This design comes from an exercise in tuning for small area on the open sky130 flow, not from production work. In this exercise RTL edits were held to simulation tests only and were not proved equivalent to the original. Power figures rest on the tool's default switching activity, not on a simulated workload.

## icmp_echo_tx
module icmp_echo_tx #(
    parameter logic [47:0] board_mac       = 48'h00_11_22_33_44_55,
    parameter logic [31:0] board_ip        = {8'd192, 8'd168, 8'd0, 8'd2},
    parameter logic [47:0] default_dst_mac = 48'hff_ff_ff_ff_ff_ff,
    parameter logic [31:0] default_dst_ip  = {8'd192, 8'd168, 8'd0, 8'd3},
    parameter int          fifo_depth      = 64
) (
    input  logic                      gmii_tx_clk,
    input  logic                      rst,
    input  logic                      tx_start,
    input  logic [15:0]               tx_byte_num,
    input  logic [47:0]               dst_mac,
    input  logic [31:0]               dst_ip,
    input  logic [15:0]               icmp_id,
    input  logic [15:0]               icmp_seq,
    input  logic [31:0]               data_sum,      
    input  logic [7:0]                payload_data,
    input  logic                      payload_wr,
    output logic                      payload_full,
    output logic                      gmii_tx_en,
    output logic [7:0]                gmii_txd,
    output logic                      busy,
    output logic                      tx_done
);
clock: 8.0 ns
lec_check: 0
cap_margin: 20
core_margin: 2
core_utilization: 55
place_density: 0.65
slew_margin: 20
standard.sh (not shown) runs the stock make flow with config.mk's settings and CLKGATE_MAP_FILE= SYNTH_SCRIPT=/design/flow/synth_recipe.tcl, a recipe that flattens the netlist after the stock synthesis.
==> flow/flow/run.sh <==
#!/bin/bash
# Own layout flow: the standard flow (standard.sh) with these changes:
#  - synthesis maps the logic with an area-oriented ABC script (flow/abc_area.script)
#    in place of ORFS's speed script; everything else in synthesis is unchanged
#  - the port buffers are buf_1 cells instead of clkdlybuf4s50_1
#  - clock tree synthesis uses larger sink clusters and inserts no dummy loads
#  - repair_design and repair_timing may resize a cell to one of another footprint
#    (the platform's MATCH_CELL_FOOTPRINT keeps them to the same footprint), so a weak
#    driver of a long net can be sized up instead of getting a buffer
# The tools' logs are ORFS's, under orfs/logs; make's own output goes to flow_make.log.
set -euo pipefail
cd "$(dirname "$0")/.."
W=$PWD
rm -rf "$W/scripts_mod"
cp -r "$FLOW_HOME/scripts" "$W/scripts_mod"
cp "$W/flow/abc_area.script" "$W/scripts_mod/abc_speed.script"
sed -i '/append_env_var additional_args MATCH_CELL_FOOTPRINT -match_cell_footprint 0/d' "$W/scripts_mod/util.tcl"
export SCRIPTS_DIR="$W/scripts_mod"
export BUFFER_PORTS_ARGS="-buffer_cell sky130_fd_sc_hd__buf_1"
export CTS_ARGS="-sink_clustering_enable -repair_clock_nets -dont_use_dummy_load -sink_clustering_size 14 -sink_clustering_max_diameter 60 -buf_list {sky130_fd_sc_hd__clkbuf_4 sky130_fd_sc_hd__clkbuf_8}"
bash "$W/standard.sh" > "$W/flow_make.log" 2>&1
==> flow/flow/abc_area.script <==
strash
dc2
dc2
dch -f
amap -F 4 -A 4
topo
stime -c
Rerun with:
==> flow/flow/abc_area.script (replaced) <==
strash
dc2
dc2
dch -f
amap
topo
stime -c
The changed run completed with no timing, DRC or antenna violations. Die area grows by 0.66%. Total power stays flat. Routed wire length shrinks by 1.3%. Non-clock buffer count came out higher by 6. Cell count is higher by 2.0%.


main:
icmp_echo_tx again, from the RTL that the note above started with.
clock: 8.0 ns
lec_check: 0
cap_margin: 20
core_margin: 2
core_utilization: 55
place_density: 0.8
slew_margin: 20
==> flow/flow/abc_area.script <==
strash
dc2
dc2
dch -f
amap -F 4 -A 4
topo
stime -c
Scripts as last shown in full above: flow/flow/run.sh
Looking at the reports, main completed the entire flow and the layout it produced met the timing, DRC and antenna checks.
Edits applied to the flow inputs when going from main to the feature branch:
- a change of CORE_UTILIZATION from 55 to 60
- a change of PLACE_DENSITY from 0.8 to 0.7
--- a/flow/flow/run.sh
+++ b/flow/flow/run.sh
@@ -9,0 +10 @@
+#  - after global routing, cells off the critical paths are sized down (RECOVER_POWER)
@@ -18,0 +20 @@
+export RECOVER_POWER=100
## What came out
- Re synthesized area: no difference whatsoever between main and the feature branch.
- Complete run, failing final checks: the feature branch, reason capacitance limit, slew limit.
- main -> the feature branch: total number of nets in the final design flat
- Switching share of power on the feature branch is down relative to main.
- The feature branch against main: delay of the slowest cell on the worst path increased by 2.02 ns relative to the old numbers, hold slack increased by 0.031 ns relative to the old numbers.
- Power was lower in the feature branch than in main.
- Wire length across the feature branch and main: no real change.

-- separate check: timing with driven ports --
Ports are ideal in the flow. The routed layouts listed here were re-timed in OpenROAD.
Step 1 (the two cells are an assumption about what drives the block):
set clk [get_ports {gmii_tx_clk}]
set_driving_cell -lib_cell sky130_fd_sc_hd__clkbuf_16 $clk
set_driving_cell -lib_cell sky130_fd_sc_hd__buf_2 [delete_from_list [all_inputs] $clk]
Step 2 adds t to the input delays and takes it off the output delays; t is the mean of the earliest and latest rising clock arrival at the registers after step 1. Input paths then give back, and output paths get back, about the clock's delay inside the block.
Slacks: ideal ports / drivers / drivers and shift; pairs: ideal ports / drivers.
run	t (ns)	slack for setup (ns)	worst setup path after step 2	clock arrival spread, ns	worst register clock-pin slew, ns
the first run of note 1	0.716	1.330 / 1.330 / 1.330	register to register	0.103 / 0.104	0.10 / 0.10
the second run of note 1	0.718	1.322 / 1.322 / 1.322	register to register	0.093 / 0.092	0.10 / 0.10
main	0.667	1.473 / 1.473 / 1.473	register to register	0.106 / 0.106	0.09 / 0.09
the feature branch	0.719	1.006 / 1.038 / 0.319	input to register	0.098 / 0.098	0.10 / 0.10
For the feature branch, which loses most, drivers alone change the setup slack by +0.032 ns; drivers and shift together by -0.687 ns.
